Source: an optimization exercise on an open RTL-to-GDS flow (aim: small area, a short achievable clock period and few clock cycles per item). Production flows keep margins and buffers that such runs may drop. No run shown here included a check of the RTL's function; only the layout flow was run. Power figures rest on the tool's default switching activity, not on a simulated workload.

### config.mk
export PLATFORM = sky130hd
export DESIGN_NAME = edge_top
export DESIGN_NICKNAME = edge_top
export VERILOG_FILES = /design/flow/design.v
export SDC_FILE = /design/flow/constraint.sdc
export NUM_CORES = 4
export LEC_CHECK = 0
export CAP_MARGIN = 20
export CORE_MARGIN = 2
export CORE_UTILIZATION = 40
export SETUP_SLACK_MARGIN = 2.4
export SLEW_MARGIN = 20
### design.v
`default_nettype none
package pix_pkg;
  localparam int pix_w = 8;
  localparam int grad_w = 11;
  localparam int mag_max = 255;
  localparam int kern_mid = 2;
  typedef logic [pix_w-1:0] pix_t;
  typedef struct packed {
    pix_t r;
    pix_t g;
    pix_t b;
  } rgb_t;
  typedef logic [9*pix_w-1:0] win_t;
  typedef struct packed {
    rgb_t rgb;
    pix_t grey;
    logic edge_mode;
  } dec_t;
  typedef struct packed {
    win_t win;
    rgb_t rgb;
    logic edge_mode;
  } win_beat_t;
  typedef struct packed {
    pix_t edge_val;
    rgb_t rgb;
    logic edge_mode;
  } res_t;
endpackage
`default_nettype wire
`default_nettype none
package frame_pkg;
  localparam int frame_cols = 32;
  localparam int frame_rows = 16;
  localparam int col_w = (frame_cols > 1) ? $clog2(frame_cols) : 1;
  localparam int row_w = (frame_rows > 1) ? $clog2(frame_rows) : 1;
endpackage
`default_nettype wire
`default_nettype none
module edge_top (
  input  logic       clk,
  input  logic       rst_n,
  input  logic       edge_en,
  input  logic       in_valid,
  input  logic       in_sof,
  input  logic [7:0] in_r,
  input  logic [7:0] in_g,
  input  logic [7:0] in_b,
  output logic       in_ready,
  output logic       out_valid,
  output logic       out_sof,
  output logic [7:0] out_r,
  output logic [7:0] out_g,
  output logic [7:0] out_b,
  input  logic       out_ready
);
  localparam int cols = frame_pkg::frame_cols;
  localparam int rows = frame_pkg::frame_rows;
  localparam int npix = cols * rows;
  localparam int depth = 2 * cols;
  localparam int lag = cols + 1;
  localparam int hd_last = npix + lag - 1;
  logic        ir_v;
  logic        ir_sof;
  logic        ir_edge;
  logic [23:0] ir_d;       
  logic        fmode;      
  logic [9:0]  hd;         
  logic [8*depth-1:0] ch;  
  logic        cv;         
  logic        c_sof;
  logic        c_left;
  logic        c_right;
  logic [9:0]  d1, d2, d3;         
  logic signed [8:0]  v1, vp;      
  logic signed [10:0] gsum;        
  logic        q_v;
  logic        q_sof;
  logic [7:0]  qx;         
  logic [7:0]  qy;         
  logic        q_big;      
  logic        q_ny;       
  logic        skid_v;
  logic [24:0] skid_d;
  logic        in_ready_r;
  assign in_ready = in_ready_r;
  logic       in_mode;
  logic [9:0] grey_sum;
  assign in_mode  = in_sof ? edge_en : fmode;
  assign grey_sum = {2'b00, in_r} + {1'b0, in_g, 1'b0} + {2'b00, in_b};
  logic adv;
  logic e_go;
  logic p_go;
  logic sh;
  logic p_v;
  logic out_en;
  assign adv    = !skid_v;
  assign e_go   = adv && ir_v && ir_edge && (!hd[9] || hd == 10'(hd_last));
  assign p_go   = adv && ir_v && !ir_edge && (hd == 10'd0) && !cv && !q_v;
  assign sh     = adv && (hd[9] || (ir_v && ir_edge));
  assign p_v    = (adv && q_v) || p_go;
  assign out_en = !out_valid || out_ready;
  logic       ir_v_n;
  logic       ir_edge_n;
  logic [9:0] hd_n;
  logic       cv_n;
  logic       q_v_n;
  logic       skid_v_n;
  logic       out_v_n;
  always_comb begin
    ir_v_n    = in_ready_r ? in_valid : ir_v;
    ir_edge_n = in_ready_r ? in_mode : ir_edge;
    hd_n      = hd;
    if (sh) begin
      if (hd == 10'(hd_last)) hd_n = {9'd0, e_go};
      else                    hd_n = hd + 10'd1;
    end
    cv_n  = adv ? (sh && hd >= 10'(lag)) : cv;
    q_v_n = adv ? cv : q_v;
    if (out_en) begin
      out_v_n  = skid_v || p_v;
      skid_v_n = 1'b0;
    end else begin
      out_v_n  = 1'b1;
      skid_v_n = skid_v || p_v;
    end
  end
  always_ff @(posedge clk) begin
    if (!rst_n) begin
      ir_v       <= 1'b0;
      hd         <= '0;
      cv         <= 1'b0;
      q_v        <= 1'b0;
      out_valid  <= 1'b0;
      skid_v     <= 1'b0;
      in_ready_r <= 1'b1;
    end else begin
      ir_v       <= ir_v_n;
      hd         <= hd_n;
      cv         <= cv_n;
      q_v        <= q_v_n;
      out_valid  <= out_v_n;
      skid_v     <= skid_v_n;
      in_ready_r <= !ir_v_n
                 || (!skid_v_n && ir_edge_n && (!hd_n[9] || hd_n == 10'(hd_last)))
                 || (!skid_v_n && !ir_edge_n && hd_n == 10'd0 && !cv_n && !q_v_n);
    end
  end
  always_ff @(posedge clk) begin
    if (in_ready_r) begin
      ir_sof  <= in_sof;
      ir_edge <= in_mode;
      ir_d    <= {in_mode ? grey_sum[9:2] : in_r, in_g, in_b};
      if (in_valid && in_sof) begin
        fmode <= edge_en;
      end
    end
  end
  logic [7:0]        ent;
  logic [7:0]        top;
  logic [7:0]        mid;
  logic              top_z;
  logic              bot_z;
  logic              left_n;
  logic [7:0]        tz;
  logic [7:0]        bz;
  assign ent    = ir_d[23:16];
  assign mid    = ch[8*(cols-1) +: 8];
  assign top    = ch[8*(depth-1) +: 8];
  assign top_z  = (hd[9:5] == 5'd1);
  assign bot_z  = (hd[9:5] == 5'(rows));
  assign left_n = (hd[4:0] == 5'd1);
  assign tz     = top_z ? 8'h00 : top;
  assign bz     = bot_z ? 8'h00 : ent;
  always_ff @(posedge clk) begin
    if (sh) begin
      ch      <= {ch[8*(depth-1)-1:0], ent};
      d1      <= {2'b00, tz} + {1'b0, mid, 1'b0} + {2'b00, bz};
      d2      <= d1;
      d3      <= d2;
      v1      <= $signed({1'b0, bz}) - $signed({1'b0, tz});
      vp      <= v1;
      gsum    <= (left_n ? 11'sd0 : 11'(vp)) + (11'(v1) <<< 1);
      c_sof   <= (hd == 10'(lag));
      c_left  <= left_n;
      c_right <= (hd[4:0] == 5'd0);
    end
  end
  logic [9:0]         dr;
  logic [9:0]         dl;
  logic signed [10:0] dx_a;
  logic signed [10:0] dx_b;
  logic [9:0]         ax;
  logic signed [10:0] gy;
  logic [9:0]         ay;
  assign dr   = c_right ? 10'd0 : d1;
  assign dl   = c_left ? 10'd0 : d3;
  assign dx_a = $signed({1'b0, dr}) - $signed({1'b0, dl});
  assign dx_b = $signed({1'b0, dl}) - $signed({1'b0, dr});
  assign ax   = dx_a[10] ? dx_b[9:0] : dx_a[9:0];
  assign gy   = gsum + (c_right ? 11'sd0 : 11'(v1));
  assign ay   = gy[10] ? ~gy[9:0] : gy[9:0];
  always_ff @(posedge clk) begin
    if (adv) begin
      q_sof <= c_sof;
      qx    <= ax[7:0];
      qy    <= ay[7:0];
      q_big <= (ax[9:8] != 2'b00) || (ay[9:8] != 2'b00);
      q_ny  <= gy[10];
    end
  end
  logic [8:0]  msum;
  logic [7:0]  mv;
  logic [24:0] p_data;
  assign msum   = {1'b0, qx} + {1'b0, qy} + {8'd0, q_ny};
  assign mv     = (q_big || msum[8]) ? 8'hff : msum[7:0];
  assign p_data = q_v ? {q_sof, mv, mv, mv} : {ir_sof, ir_d};
  always_ff @(posedge clk) begin
    if (out_en) begin
      {out_sof, out_r, out_g, out_b} <= skid_v ? skid_d : p_data;
    end
    if (!skid_v) begin
      skid_d <= p_data;
    end
  end
endmodule
`default_nettype wire
### constraint.sdc
create_clock -name core_clock -period 4.5 [get_ports {clk}]
set_input_delay 0.9000 -clock core_clock [delete_from_list [all_inputs] [get_ports {clk}]]
set_output_delay 0.9000 -clock core_clock [all_outputs]
set_load 0.01 [all_outputs]
### run.sh
#!/bin/bash
# synth_recipe.tcl (not shown) runs the flow's synth.tcl, then flattens the netlist and writes it again
# the make line also repeats each setting of config.mk as NAME=value (left out here)
make -C /OpenROAD-flow-scripts/flow DESIGN_CONFIG=/design/flow/config.mk WORK_HOME=/design/flow/orfs CLKGATE_MAP_FILE= SYNTH_SCRIPT=/design/flow/synth_recipe.tcl finish
==> impl_metrics.toml, run 1 <==
[logic_synthesis]
synthesized_area_fraction_occupied_by_adder_cells_pct = 5.51
synthSimpleGateAreaFrac_pct = 4.60
yosys.cell_count.top_type = "sky130_fd_sc_hd__edfxtp_1"
mappedNetlistArea_um2 = 24900
synthCells = 1341
synth.largest_area_cell = "sky130_fd_sc_hd__edfxtp_1"
synth_top_family_by_area = "adder cells"
synth.lib_cells_used.distinct = 74
postSynth.topFlopCell = "sky130_fd_sc_hd__edfxtp_1"
synth_commonest_cells = "sky130_fd_sc_hd__edfxtp_1, sky130_fd_sc_hd__ha_1, sky130_fd_sc_hd__inv_1, sky130_fd_sc_hd__nand2_1, sky130_fd_sc_hd__o21ai_0"
synth.yosys.warnings = 1
synthXorXnorAreaFrac_pct = 2.33
postSynthAreaPerCell_um2 = 18.6
synthesis_stage_register_bit_count = 684
synth_async_sr_flop_share_pct = 0
synth_compound_area_share_pct = 4.78
seq_area_frac_synth_pct = 80.7
synth_edf_count = 642
mappedNetlistNets = 1467
muxShareOfSynthArea_pct = 0.677
synth.area.top_cells = "sky130_fd_sc_hd__edfxtp_1, sky130_fd_sc_hd__ha_1, sky130_fd_sc_hd__dfxtp_1"
synthDominantCellAreaShare_pct = 77.3

[finish]
final_layout_size_suffix_gt1_share_pct = 27.3
antennaDiodeCount = 0
fin_area_um2 = 30600
syn2layout_area_growth_pct = 22.8
final_core_utilization_pct = 49.6
fillerInstances = 5072
seq_area_um2 = 20200
layout.nets = 1683
final_std_cells_w_o_fill = 2446
multi_input_comb_area_um2 = 5420

[die]
ioPinCount = 57
die_x_um = 254
fp-row-count = 91
die_h_um = 254
core_area_um2 = 61700
die_area_um2 = 64400
start_util_pct = 40.4

[cts]
cts_h_tree_lvls = 3
tritoncts = "yes"
clockRootBuffer = "sky130_fd_sc_hd__clkbuf_16"
clockBufferDepth = 3
clk_pin_slew_ns = 0.06
cts_made_buffers = 69
cts_num_sinks = 684
clock_latency_reported_for_the_late_side_of_the_worst_skew_pair_ns = 0.61
ctsHoldBuffers = 0

[timing]
final_layout_setup_total_negative_slack_ns = 0
rsz0062_at_grt = "yes"
min_period_ns = 3.14
number_of_pins_exceeding_their_max_slew_limit_in_the_final_report = 0
finalClockSkew_ns = 0.0184
finalCritPeriodShare_pct = 69.8
hold_viol_final = 0
finalSetupViolCount = 0
max-slew-margin-rel_pct = 49.1
worst_slew_pin_slew_ns = 0.763
max_freq_ghz = 0.319

[power_and_ir_drop]
max-vdd-ir-drop_mv = 0.275
pwr_density_cell_nw_per_um2 = 478
power_leakage_nw = 10.4

[worst_setup_path]
rr_endpoint = "d1[9]"
timing.setup.critical_path_class = "reg2reg"
critPathArrivalTime_ns = 3.49
worstPathMaxFanout = 3
timing.critical_path.from = "hd[8]"
reg2reg_slack_ns = 1.36
timing.reg2reg.worst_path_depth = 15
r2r-start = "hd[8]"
cp_data_required_time_ns = 4.85
crit_chain = "nor4b_4 -> nor2b_4 -> nand2b_4 -> inv_4 -> fa_2 -> ha_4 -> inv_2 -> fa_2 -> nor2b_2 -> o21ai_2 -> a21boi_2 -> o21ai_1 -> nand2b_1 -> a21o_1 -> a21o_1"
crit_path_top_delay_cell = "sky130_fd_sc_hd__fa_2"
critical_path.endpoint_type = "flip-flop"
crit_path_end = "d1[9]"
startpoint_type = "flip-flop"
critPathMaxStageDelay_ns = 0.46

[route]
routedWlPerCell_um = 17.3
drt_iter0_drc = 899
route.final.wire_length_mm = 42.4
drc = 0
drtAntennaViolNets = 0
via_per_inst = 4.81
detailroute.via_count = 11800
dr.pass1.iters = 7

[global_routing]
grt_first_pass_wirelength_mm = 66.3
grt_util_all_layers_pct = 13.3
first_global_vias = 12000
globalRouteOverflowTotal = 0
grt_start_max_net_pins = 96
number_of_antenna_violations_at_the_first_check_in_global_routing = 1

[placed_design]
placedCellCount = 2223
area_after_dpl_um2 = 26900
place.port_buffers = 56
dpl.hpwl_mm = 23.2
gpl.final_weighted_congestion = 0.810

[flow_run]
drv.max_cap_violation_count = 0

[worst_hold_path]
timing.hold.worst.class = "reg2reg"

[outcome]
run_status = "finished clean"
==> worst max-delay path, delay by kind of cell (launching register included) <==
kind                       cells  cell delay, ns
AOI/OAI and AO/OA              5            0.73
DFF                            1            0.37
buffers and inverters          2            0.09
and+or+nand+nor                5            0.85
adders and majority gates      3            0.84
==> worst min-delay path by stage <==
stage             from  endpoint  slack, ns  depth (start not counted)
3_5_place_dp    ch[99]   ch[107]       0.40                          0
2_1_floorplan   ch[92]   ch[100]       0.40                          0
4_1_cts        ch[185]   ch[193]       0.41                          0
3_3_place_gp   ch[149]   ch[157]       0.40                          0
6_report       ch[203]   ch[211]       0.41                          0
5_1_grt        ch[185]   ch[193]       0.41                          0
==> layout by cell type, fill, tap and decap left out, types with 14 or more instances in the layout <==
| master | n |
|---|---|
| sky130_fd_sc_hd__a21oi_2 | 16 |
| sky130_fd_sc_hd__ha_4 | 19 |
| sky130_fd_sc_hd__ha_1 | 53 |
| sky130_fd_sc_hd__nand2_1 | 48 |
| sky130_fd_sc_hd__buf_6 | 20 |
| sky130_fd_sc_hd__fa_2 | 14 |
| sky130_fd_sc_hd__nor2b_1 | 31 |
| sky130_fd_sc_hd__clkbuf_16 | 70 |
| sky130_fd_sc_hd__buf_2 | 29 |
| sky130_fd_sc_hd__buf_4 | 81 |
| sky130_fd_sc_hd__inv_1 | 49 |
| sky130_fd_sc_hd__a21oi_1 | 26 |
| sky130_fd_sc_hd__nor2_1 | 41 |
| sky130_fd_sc_hd__dfxtp_1 | 31 |
| sky130_fd_sc_hd__clkinv_1 | 14 |
| sky130_fd_sc_hd__o21ai_2 | 22 |
| sky130_fd_sc_hd__xor2_1 | 26 |
| sky130_fd_sc_hd__nand2b_1 | 19 |
| sky130_fd_sc_hd__o21ai_1 | 15 |
| sky130_fd_sc_hd__edfxtp_1 | 642 |
| sky130_fd_sc_hd__xnor2_1 | 20 |
==> area by class of cell <==
| class | instances | share of cell area [%] |
|---|---|---|
| clock inverter | 41 | 1.33 |
| timing repair buffer | 165 | 4.84 |
| inverter | 67 | 0.932 |
| clock buffer | 82 | 5.90 |
| sequential | 684 | 65.8 |
| timing repair inverter | 1 | 0.0531 |
| tap | 837 | 3.42 |
| multi-input combinational | 569 | 17.7 |
==> what timing repair did <==
item	in CTS	in global routing
cloned	5	0
gates resized for setup	252	80
setup buffers	73	22
setup endpoints to repair	589	370
pin swaps	63	59
==> flip-flops by register name (all words and copies together) (netlist names), 8 cells and up <==
signal  count
ch        512
skid_d     25
ir_d       24
gsum       11
d1         10
d2         10
d3         10
hd         10
out_b       8
out_g       8
out_r       8
qx          8
qy          8
v1          8
vp          8
==> kinds of logic (layout without fill, tap and decap cells) <==
family | count (synthesis) | count (layout)
AOI/OAI and AO/OA | 179 | 179
xor gates and xnor gates | 62 | 62
adders and majority gates | 96 | 96
buffers and inverters | 88 | 356
DFF | 684 | 684
muxes | 15 | 15
and+or+nand+nor | 217 | 217
==> power breakdown <==
part	leakage [nW]	internal (mW)	switching, mW	total, mW
Clock	1.09	3.24	2.39	5.63
Combinational	3.36	0.727	0.836	1.56
Sequential	5.95	7.30	0.144	7.44
==> metrics by stage <==
step | hold WS, ns | setup slack [ns] | total power [mW]
2_1_floorplan | 0.400 | 1.47 | 8.37
3_3_place_gp | 0.402 | 0.978 | 8.72
3_5_place_dp | 0.405 | 0.939 | 8.75
4_1_cts | 0.415 | 1.32 | 14.7
5_1_grt | 0.413 | 1.19 | 15.2
6_report | 0.411 | 1.36 | 14.6
==> layer usage <==
| metal | track usage (%) | wire length, µm | vias up |
|---|---|---|---|
| met5 | 0 | 13 | - |
| met4 | 4.97 | 1160 | 2 |
| met3 | 3.20 | 1900 | 82 |
| met2 | 20.1 | 19200 | 234 |
| met1 | 18.8 | 20100 | 5959 |
| li1 | - | - | 5486 |
==> run 2, diff against run 1 <==
--- a/config.mk
+++ b/config.mk
@@ -8,5 +8,4 @@
 export CAP_MARGIN = 20
 export CORE_MARGIN = 2
 export CORE_UTILIZATION = 40
-export SETUP_SLACK_MARGIN = 2.4
 export SLEW_MARGIN = 20
==> impl_metrics.toml, run 2 <==
[timing]
finalCritPeriodShare_pct = 89.0
worst_slew_pin_slew_ns = 0.908
max-slew-margin-rel_pct = 39.5
hold_slack_ns = 0.395
hold_viol_final = 0
setup_ws_ns = 0.494
final_layout_setup_total_negative_slack_ns = 0
finalClockSkew_ns = 0.0310
number_of_pins_exceeding_their_max_slew_limit_in_the_final_report = 0
max_freq_ghz = 0.250
finalSetupViolCount = 0
rsz0062_at_grt = "no"
min_period_ns = 4.01

[finish]
largest_register_ff_count = 512
multi_input_comb_area_um2 = 4460
final_std_cells_w_o_fill = 2351
fin_area_um2 = 28900
final_layout_size_suffix_gt1_share_pct = 8.92
layout_top_registers = "ch (512), skid_d (25), ir_d (24)"
layout.nets = 1585
layout.cells.most_common = "sky130_fd_sc_hd__edfxtp_1"
syn2layout_area_growth_pct = 16.0
antennaDiodeCount = 0
largest_reg_by_ff_count = "ch"
seq_area_um2 = 20100
mostFrequentLayoutCells = "sky130_fd_sc_hd__edfxtp_1, sky130_fd_sc_hd__ha_1, sky130_fd_sc_hd__clkbuf_16, sky130_fd_sc_hd__inv_1, sky130_fd_sc_hd__clkdlybuf4s50_1"
final_core_utilization_pct = 46.9
fillerInstances = 5220

[die]
die_x_um = 254
core_area_um2 = 61700
fp-row-count = 91
die_area_um2 = 64400
die_h_um = 254
start_util_pct = 40.4
ioPinCount = 57

[placed_design]
area_after_dpl_um2 = 26600
place.port_buffers = 56
dpl_worst_slack_ns = 0.540
placedCellCount = 2224
gpl.final_weighted_congestion = 0.825
dpl.hpwl_mm = 23.8

[logic_synthesis]
postSynth.topFlopCell = "sky130_fd_sc_hd__edfxtp_1"
synth.largest_area_cell = "sky130_fd_sc_hd__edfxtp_1"
yosys.cell_count.top_type = "sky130_fd_sc_hd__edfxtp_1"
mappedNetlistNets = 1467
synth.lib_cells_used.distinct = 74
mappedNetlistArea_um2 = 24900
synth_async_sr_flop_share_pct = 0
synthesis_stage_register_bit_count = 684
seq_area_frac_synth_pct = 80.7
synth.area.top_cells = "sky130_fd_sc_hd__edfxtp_1, sky130_fd_sc_hd__ha_1, sky130_fd_sc_hd__dfxtp_1"
postSynthAreaPerCell_um2 = 18.6
synth.yosys.warnings = 1
synthDominantCellAreaShare_pct = 77.3
synthCells = 1341
synth_edf_count = 642
synth_commonest_cells = "sky130_fd_sc_hd__edfxtp_1, sky130_fd_sc_hd__ha_1, sky130_fd_sc_hd__inv_1, sky130_fd_sc_hd__nand2_1, sky130_fd_sc_hd__o21ai_0"

[global_routing]
grt_first_pass_wirelength_mm = 63.0
number_of_antenna_violations_at_the_first_check_in_global_routing = 0
first_global_vias = 11400
grt_start_max_net_pins = 198
grt_util_all_layers_pct = 12.6
globalRouteOverflowTotal = 0

[route]
via_per_inst = 4.71
drtAntennaViolNets = 0
dr.pass1.iters = 7
routedWlPerCell_um = 16.6
drc = 0
detailroute.via_count = 11100
drt_iter0_drc = 912
route.final.wire_length_mm = 39.0

[cts]
post_cts_resize_count = 0
clockBufferDepth = 3
tritoncts = "yes"
clk_pin_slew_ns = 0.06
cts_made_buffers = 70
clock_latency_reported_for_the_late_side_of_the_worst_skew_pair_ns = 0.61
ctsHoldBuffers = 0
clockRootBuffer = "sky130_fd_sc_hd__clkbuf_16"
cts_setup_buffers = 0
cts_h_tree_lvls = 3
cts_num_sinks = 684

[flow_run]
drv.max_cap_violation_count = 0

[worst_setup_path]
timing.setup.critical_path_class = "reg2reg"
worstPathMaxFanout = 8
critical_path.endpoint_type = "flip-flop"
startpoint_type = "flip-flop"
critPathArrivalTime_ns = 4.35
reg2reg_slack_ns = 0.49
crit_path_top_delay_cell = "sky130_fd_sc_hd__nor4b_1"
crit_chain = "nor4b_1 -> nor2b_1 -> nand2b_1 -> inv_1 -> fa_1 -> ha_1 -> inv_1 -> fa_1 -> nor2b_1 -> o21ai_0 -> a21boi_0 -> o21ai_0 -> nand2b_1 -> a21o_1 -> a21o_1"
critPathMaxStageDelay_ns = 0.49
cp_data_required_time_ns = 4.85

[power_and_ir_drop]
totalPowerFinal_mw = 14.4
pwr_density_cell_nw_per_um2 = 497
power_leakage_nw = 9.60
max-vdd-ir-drop_mv = 0.335

[outcome]
run_status = "finished clean"

[worst_hold_path]
timing.hold.worst.class = "reg2reg"
run 2: cell type report:
class	count	area share, %
clock buffer	88	6.32
clock inverter	39	1.83
inverter	67	0.960
multi-input combinational	569	15.4
sequential	684	69.6
tap	837	3.62
timing repair buffer	67	2.28
run 2: per-layer routing:
| layer | vias to the layer above | wire, µm | global-route usage (%) |
|---|---|---|---|
| met4 | 0 | 1040 | 4.32 |
| li1 | 5300 | - | - |
| met1 | 5526 | 19200 | 18.4 |
| met2 | 179 | 17300 | 18.4 |
| met5 | - | 0 | 0 |
| met3 | 75 | 1490 | 3.05 |
run 2: worst max-delay path: cells and delay by family (launching register included):
kind,cells,cell delay [ns]
adders and majority gates,3,0.87
and+or+nand+nor,5,1.35
DFF,1,0.37
buffers and inverters,2,0.17
AOI/OAI and AO/OA,5,0.98
run 2: logic make-up (layout without fill, tap and decap cells):
| kind of cell | count (synthesis) | after routing | share of synthesized area, % |
|---|---|---|---|
| DFF | 684 | 684 | 80.7 |
| and+or+nand+nor | 217 | 217 | 4.60 |
| AOI/OAI and AO/OA | 179 | 179 | 4.78 |
| adders and majority gates | 96 | 96 | 5.51 |
| buffers and inverters | 88 | 261 | 1.43 |
| xor gates and xnor gates | 62 | 62 | 2.33 |
| muxes | 15 | 15 | 0.677 |
run 2: path summary, 6_finish.rpt:
check,from,to,cells past startpoint
min reg2reg,ch[318],ch[326],0
max reg2reg,hd[6],d1[9],15
min,ch[318],ch[326],0
max,hd[6],d1[9],15
run 2: report_power, final:
part	switching, mW	total (mW)	internal, mW
Sequential	0.142	7.45	7.31
Clock	2.43	5.84	3.40
Combinational	0.634	1.10	0.464

## what the ideal ports hide
Ports are ideal in the flow. The routed layouts listed here were re-timed in OpenROAD.
Step 1 (the two cells are an assumption about what drives the block):
set clk [get_ports {clk}]
set_driving_cell -lib_cell sky130_fd_sc_hd__clkbuf_16 $clk
set_driving_cell -lib_cell sky130_fd_sc_hd__buf_2 [delete_from_list [all_inputs] $clk]
Step 2, shift: input delay + t, output delay - t, t = (earliest + latest rising clock arrival at the registers) / 2. This alone moves slack from input paths to output paths.
Three values: ideal ports, drivers, drivers and shift; two values: the first two.
run	shift t [ns]	slack for setup (ns)	latest minus earliest clock arrival (ns)	worst data-port slew with drivers (ns)	cell pins on the clock port's net
run 1	0.659	1.361 / 1.361 / 1.361	0.023 / 0.023	0.07	1
run 2	0.663	0.494 / 0.494 / 0.494	0.031 / 0.031	0.06	1
After both steps setup and hold are still met in every run listed.
